From an optimization exercise on the open Yosys and OpenROAD flow, aimed at small area and few clock cycles per item; shortcuts taken in it are not production practice.
At most, simulation tests tie the RTL to the original design; equivalence was not proved.
No functional check of the RTL was part of run 2.

==> flow/design.v (outline; a module is shown in full before it is edited, if it fits) <==
// module fp_mult_pipe: 1370 lines
module fp_mult_pipe #(
   parameter int EXP_W = 8,
   parameter int MAN_W = 23
) (
   input  logic                 clk,
   input  logic                 rst_n,
   input  logic                 in_valid,
   output logic                 in_ready,
   input  logic [EXP_W+MAN_W:0] x,
   input  logic [EXP_W+MAN_W:0] y,
   output logic                 out_valid,
   input  logic                 out_ready,
   output logic [EXP_W+MAN_W:0] result
   ,
   output logic [3:0]           flags
);
  // ...
==> flow/flow/run.sh <==
#!/bin/bash
# Layout flow: the standard ORFS flow (standard.sh) with three changes:
#  - synthesis skips Yosys's generic `abc -fast` pass (synth -noabc), so the full
#    adders written in the RTL reach extract_fa as written;
#  - the final ABC technology mapping uses flow/abc.script (area recovery under a
#    delay target, then gate sizing) instead of ORFS's abc_speed.script;
#  - every port is buffered by a buf_2 instead of the default clkdlybuf4s50_1.
set -euo pipefail
cd "$(dirname "$0")/.."
W=$(pwd)
export FLOW_SYNTH_TCL=$W/synth_recipe.tcl
export FLOW_ABC_SCRIPT=$W/flow/abc.script
export BUFFER_PORTS_ARGS="-buffer_cell sky130_fd_sc_hd__buf_2"
bash standard.sh synth SYNTH_ARGS=-noabc SYNTH_SCRIPT=$W/flow/synth.tcl > synth.log 2>&1
bash standard.sh finish SYNTH_ARGS=-noabc SYNTH_SCRIPT=$W/flow/synth.tcl > layout.log 2>&1
==> flow/flow/abc.script <==
strash
ifraig
dch -f
map -D 5500
topo
stime -c
buffer -c
upsize -c -D 5500
dnsize -c -D 5500
==> flow/flow/synth.tcl <==
# The standard flow's synthesis script (synth_recipe.tcl, sourced below unchanged), with the
# technology-mapping ABC run given our own script (flow/abc.script) in place of
# ORFS's abc_speed.script.  Only the combinational mapping changes; registers are
# mapped before ABC runs and keep their standard-synthesis names and cells.
proc abc {args} {
  set i [lsearch -exact $args -script]
  if { $i >= 0 } {
    lset args [expr {$i + 1}] $::env(FLOW_ABC_SCRIPT)
    puts "flow/synth.tcl: abc -script $::env(FLOW_ABC_SCRIPT)"
  }
  yosys abc {*}$args
}
source $::env(FLOW_SYNTH_TCL)
==> flow/standard.sh <==
#!/bin/bash
# synth_recipe.tcl (not shown) runs the flow's synth.tcl, then flattens the netlist and writes it again
# the make line also repeats each setting of config.mk as NAME=value (left out here)
make -C /OpenROAD-flow-scripts/flow DESIGN_CONFIG=/design/flow/config.mk WORK_HOME=/design/flow/orfs CLKGATE_MAP_FILE= SYNTH_SCRIPT=/design/flow/synth_recipe.tcl "${@:-finish}"
==> flow/config.mk <==
export PLATFORM = sky130hd
export DESIGN_NAME = fp_mult_pipe
export DESIGN_NICKNAME = fp_mult_pipe
export VERILOG_FILES = /design/flow/design.v
export SDC_FILE = /design/flow/constraint.sdc
export NUM_CORES = 4
export LEC_CHECK = 0
export CAP_MARGIN = 20
export CORE_MARGIN = 2
export CORE_UTILIZATION = 45
export CTS_BUF_LIST = sky130_fd_sc_hd__clkbuf_8
export GPL_TIMING_DRIVEN = 0
export SLEW_MARGIN = 20
==> flow/constraint.sdc <==
create_clock -name core_clock -period 7.5 [get_ports {clk}]
set_input_delay 1.5000 -clock core_clock [delete_from_list [all_inputs] [get_ports {clk}]]
set_output_delay 1.5000 -clock core_clock [all_outputs]
set_load 0.01 [all_outputs]
==> summary.md, run 1 <==
| Metric | Value |
|---|---|
| Post-Syn Area | `16,400 um^2` |
| Tapcell count | `461` |
| RSZ-0062 raised after global routing | `yes` |
| Most frequent cells in the layout | `fa_1 (257), xor2_1 (255), o22ai_1 (243), inv_1 (199), nand2_1 (160)` |
| Fraction of layout cells with a size suffix above 1 | `9.97%` |
| Metal3 WL | `5030 um` |
| Max incr delay on CP | `0.78 ns` |
| Met2 GRT Util | `49.6%` |
| Invs w/o clock | `205` |
| Clk sinks | `41` |
| GRT busiest layer | `met2` |
| Vias | `15,100` |
| Max-slew headroom | `23.2%` |
| Number of cells on the critical path | `20` |
| H-Tree Depth | `2` |
| Most common cell after layout, fill and taps aside | `fa_1` |
| Die H | `195 um` |
| Final worst slack | `0.126 ns` |
| Met3 Usage GRT | `4.67%` |
| Area share of xor/xnor cells in the synthesized design | `17.1%` |
| CTS Buffer Depth | `2` |
| GR Overflow Total | `0` |
| Synth top area share | `31.5%` |
| Top flop regs | `ph_q (26), e_q (9), sc_q (2)` |
| # diodes | `0` |
| Critical R2R Launch | `v_q` |
| Kind of critical path | `input port to register` |
| Outcome | `timing/DRC/antenna clean` |
| Synth Register Bits | `41` |
| # port buffers | `105` |
| First-pass GRT wire length | `90,400 um` |
| Die area | `38,000 um^2` |
Testbench counts, summed over its fixed seeds: cycles 16,008, items 16,000.
==> run 2, diff against run 1 <==
--- a/flow/design.v
+++ b/flow/design.v
@@ -1325,17 +1325,17 @@
    assign rnd   = msb ? rnd1 : rnd0;
    assign inx   = ph_q[0] | st_q | (msb & ph_q[1]);
    always_comb begin
       ones[0] = 1'b1;
       for (int i = 1; i < SW; i++)
          ones[i] = ones[i-1] & man_n[i-1];
    end
    assign frac = man_n[MAN_W-1:0] ^ ({MAN_W{rnd}} & ones[MAN_W-1:0]);
-   assign cry  = rnd & ones[SW-1] & man_n[SW-1];
+   assign cry  = rnd & (&ph_q[SW:2]) & (msb | ph_q[1]);
    logic [XW-1:0] e_s;
    assign e_s = {1'b0, e_q} + XW'(msb) + XW'(cry);
    assign e_o = e_s[EXP_W-1:0] - BIAS[EXP_W-1:0];
    assign ovf = (e_s >= EMAX + BIAS);
    assign unf = (e_s <= BIAS);
    logic [W-1:0] r_d;
    logic [3:0]   f_d;
    always_comb begin
==> flow/config.mk (replaced) <==
export PLATFORM = sky130hd
export DESIGN_NAME = fp_mult_pipe
export DESIGN_NICKNAME = fp_mult_pipe
export VERILOG_FILES = /design/flow/design.v
export SDC_FILE = /design/flow/constraint.sdc
export NUM_CORES = 4
export LEC_CHECK = 0
export CAP_MARGIN = 20
export CORE_MARGIN = 2
export CORE_UTILIZATION = 40
export CTS_BUF_LIST = sky130_fd_sc_hd__clkbuf_8
export GPL_TIMING_DRIVEN = 0
export SLEW_MARGIN = 20
==> run 2 against run 1 <==
  * Still clean on timing, DRC and antenna
  * Utilization shrank 6.0 points
  * First-iteration DRC count decreased by 13%
  * Hold slack lost 0.016 ns
  * Die area up 12%
  * Non-clock buffer count down 2
  * Cell area is 0.24% higher
  * Wire length fell by 0.67%
  * Register-to-register slack about the same
  * Final cell count up 2.3%
  * Via count down 0.25%
  * Sequential share of layout area hardly changed
  * Highest routed layer unchanged
==> summary.md, run 2 <==
| Metric | Value |
|---|---|
| Synth area leaders | `fa_1 (32%), xor2_1 (14%), o22ai_1 (9.4%)` |
| Max incr delay on CP | `0.63 ns (-0.15 ns)` |
| Vias | `15,000 (-0.25%)` |
| Endpoints failing hold | `0` |
| Met1 usage | `37.1%` |
| Met3 Usage GRT | `3.85% (-0.82 points)` |
| Worst-margin pin slew | `1.14 ns` |
| Main combinational cell family by area after synthesis | `adder cells` |
| First-pass GRT wire length | `88,000 um (-2.7%)` |
| Fraction of layout cells with a size suffix above 1 | `9.05% (-0.92 points)` |
| Max reg flops | `26` |
| Met2 GRT Util | `45.6% (-4.0 points)` |
| Final Core Density | `44.3%` |
| Nets@finish | `2,468` |
| Routed vias/inst | `5.86` |
| H-Tree Depth | `2 (unchanged)` |
| Number of max-cap violations | `0` |
| Post-synthesis sequential area ratio | `7.49%` |
| Area share of xor/xnor cells in the synthesized design | `17.1% (about the same)` |
| # DRC | `0` |
| Yosys warns | `1` |
| Area delta synth->final | `9.89%` |
| Worst Setup End Kind | `register` |
| Post-Synth Simple-Gate Area | `9.63%` |
| Final critical-path required period | `7.38 ns` |
| Post-synth net total | `2,356` |
| Initial Utilization | `40.3%` |
| Clock skew | `0.00696 ns` |
| Most flops, register | `ph_q` |
| Synth unique cells | `45` |
| GR Util All Layers | `28.0%` |
| CP cell instances | `buf_2, clkbuf_1, clkdlybuf4s18_2, xnor2_1, o22ai_1, fa_1, fa_1, fa_1, fa_1, ha_1, inv_1, nor2_1, inv_1, o41ai_2, a21oi_1, o41ai_2, nand3_1, nor2_1, a2111oi_1, xor2_1` |
| Reg2Reg Depth | `2` |
| Post-Syn Area | `16,400 um^2 (about the same)` |
| CTS buffer count | `5` |
| Top flop regs | `ph_q (26), e_q (9), sc_q (2)` |
| Hold Crit Start | `v_q` |
| DRT iter0 DRCs | `1,265` |
| Vias in the first global route | `14,900` |
| Final worst slack | `0.124 ns (-0.00127 ns)` |
| Cell mode on critical path | `fa_1` |
| Kind of critical path | `input port to register` |
| Ys flop type | `edfxtp_1` |
| Die H | `206 um (+5.9%)` |
| Synthesized instance count | `1,920` |
| GRT busiest layer | `met2` |
| Drt total wl | `59,700 um` |
| Crit path required time | `7.52 ns` |
| Core footprint | `40,600 um^2` |
| Post-synthesis adder-cell area fraction | `40.0%` |
| FF-to-FF setup slack | `6.17 ns` |
| CTS tree | `done` |
| # port buffers | `103 (-1.9%)` |
| Clk slew on worst S/H paths | `0.08 ns` |
| Fillers | `4,064` |
| Most frequent cells in the layout | `fa_1 (258), xor2_1 (256), o22ai_1 (247), inv_1 (195), nand2_1 (156)` |
| Worst hold stages | `2` |
| Buf/Inv on CP | `5` |
| Num ports | `106` |
| Avg Inst Size Synth | `8.53 um^2` |
| RSZ-0062 raised after global routing | `yes` |
| Worst-Skew Late Latency | `0.30 ns` |
| CTS Buffer Depth | `2 (unchanged)` |
| Crit Path Max Fanout | `10` |
| Max Clock Freq | `0.136 GHz` |
| Die area | `42,600 um^2 (+12%)` |
| Initial DRT Pass Iterations | `6` |
| Top-count cell post-synth | `fa_1` |
| Slowest stage cell, crit path | `clkdlybuf4s18_2` |
| Synth area leader | `fa_1` |
| Final setup violation count | `0` |
| Antenna-violating nets left | `0` |
| CP top delay family | `adder cells` |
| DP HPWL | `51,200 um` |
| Clk sinks | `41 (unchanged)` |
| WP data arrival | `7.40 ns` |
| Post-synthesis mux area share | `0%` |
| Hold Path Class | `register to register` |
| Largest net degree at the start of global routing | `26` |
| Synth cell count leaders | `fa_1 (258), xor2_1 (256), o22ai_1 (247)` |
| Worst setup SP type | `input port` |
| Pre-CTS WS | `-1.25 ns` |
| Ys async rst share | `2.44%` |
| Critical R2R Launch | `v_q` |
| WHS Endpoint | `v_q` |
| Synth Register Bits | `41 (unchanged)` |
| Reg-to-Reg End | `ph_q[19]` |
| Hold buffer count at cts | `0` |
| Post-DR wirelength/cell | `23.3 um` |
| Synth Area in Compound Gates | `18.7%` |
| Most common cell after layout, fill and taps aside | `fa_1` |
| # diodes | `0 (unchanged)` |
| Row count | `74` |
| CP Launch Point | `x[0]` |
| Max-slew headroom | `23.9% (+0.72 points)` |
| GR Overflow Total | `0 (unchanged)` |
| Tcrit/Tclk final | `98.3%` |
| Clk root buf | `clkbuf_8` |
| Outcome | `timing/DRC/antenna clean` |
| Initial antenna violation count | `0` |
| Number of flops mapped to enable cells by yosys | `40` |
| Final Max Tran Viols | `0` |
| Synth top area share | `31.6% (about the same)` |
| Routability Congestion | `0.998` |
| DIE WIDTH | `206 um` |
-- run 2: cell types whose count changed after synthesis, moves of 3 or more --
cell	previous run	this run
o21ai_0	104	95
nor3_1	33	21
inv_1	200	195
o211ai_1	9	4
nand2_1	162	158
nand4_1	14	17
o22ai_1	244	247
-- run 2: how the worst max path moves through the flow --
stage / endpoint / cells past startpoint
6_report: ph_q[23] / 20
5_1_grt: ph_q[23] / 21
4_1_cts: ph_q[23] / 21
3_5_place_dp: ph_q[23] / 21
3_3_place_gp: ph_q[23] / 21
2_1_floorplan: ph_q[25] / 21
-- run 2: per-stage QoR --
step / TNS (ns) / cells / instance area, um^2 / hold WS, ns
final: 0 / 2565 / 18000 / 0.857
after global routing: -0.0475 / 2565 / 18000 / 0.902
after CTS: 0 / 2563 / 17800 / 0.874
after detailed placement: -17.91 / 2557 / 17600 / 0.853
after global placement: -16.41 / 2555 / 17500 / 1.27
after floorplan: 0 / 1920 / 16400 / 1.20
-- run 2: what timing repair did --
| action | 4_1_cts | 5_1_grt |
|---|---|---|
| endpoints found under the setup margin | 24 | 12 |
| gates cloned | 0 | 0 |
| pin swaps | 0 | 2 |
| gates resized for setup | 59 | 58 |
| setup buffers | 0 | 7 |
-- run 2: final cells by class --
| cell class | count | area [um^2] | area share (%) |
|---|---|---|---|
| Multi-Input combinational cell | 1568 | 14100 | 78.3 |
| Sequential cell | 41 | 1230 | 6.82 |
| Inverter | 203 | 762 | 4.24 |
| Tap cell | 532 | 666 | 3.70 |
| Timing Repair Buffer | 114 | 641 | 3.56 |
| Buffer | 99 | 494 | 2.75 |
| Clock buffer | 5 | 68.8 | 0.383 |
| Clock inverter | 3 | 41.3 | 0.230 |
-- run 2: kinds of logic after synthesis --
| family | count (synthesis) |
|---|---|
| AND/OR/NAND/NOR | 374 |
| XOR/XNOR | 320 |
| adder cells (fa/ha/maj) | 368 |
| AO/OA/AOI/OAI | 506 |
| buffers and inverters | 311 |
| flip-flops | 41 |
-- run 2: tightest hold or removal path: cells and delay by family, from the launching register on --
kind	cells	cell delay, ns
and+or+nand+nor	2	0.46
DFF	1	0.36
-- run 2: layer usage --
metal / vias up / part of all wire [%]
met1: 7314 / 42
met3: 135 / 8.0
met2: 742 / 45
met4: 0 / 5.0
li1: 6841 / -
met5: - / 0

## afterwards: timing with drivers on the ports
The flow's constraints put no driver on any port. The routed layouts listed below were extracted and timed again, unchanged, in two steps.
Step 1: set_driving_cell puts a clkbuf_16 on clk and a buf_2 on each other input, an assumption about the parent block.
Step 2 times the ports against the registers' clock, not the clock port: input delays grow and output delays shrink by t, the midpoint of the rising clock arrivals with the driver on.
Three values: ideal ports, drivers, drivers and shift; two values: the first two.
| run | t (ns) | setup slack, ns | clock arrival spread, ns |
|---|---|---|---|
| run 1 | 0.330 | 0.126 / 0.143 / -0.186 | 0.007 / 0.007 |
| run 2 | 0.320 | 0.124 / 0.079 / -0.241 | 0.012 / 0.012 |
With both steps, setup timing fails in run 1 and run 2, where it was met with ideal ports. For run 2, which loses most, drivers alone change the setup slack by -0.045 ns; drivers and shift together by -0.365 ns.
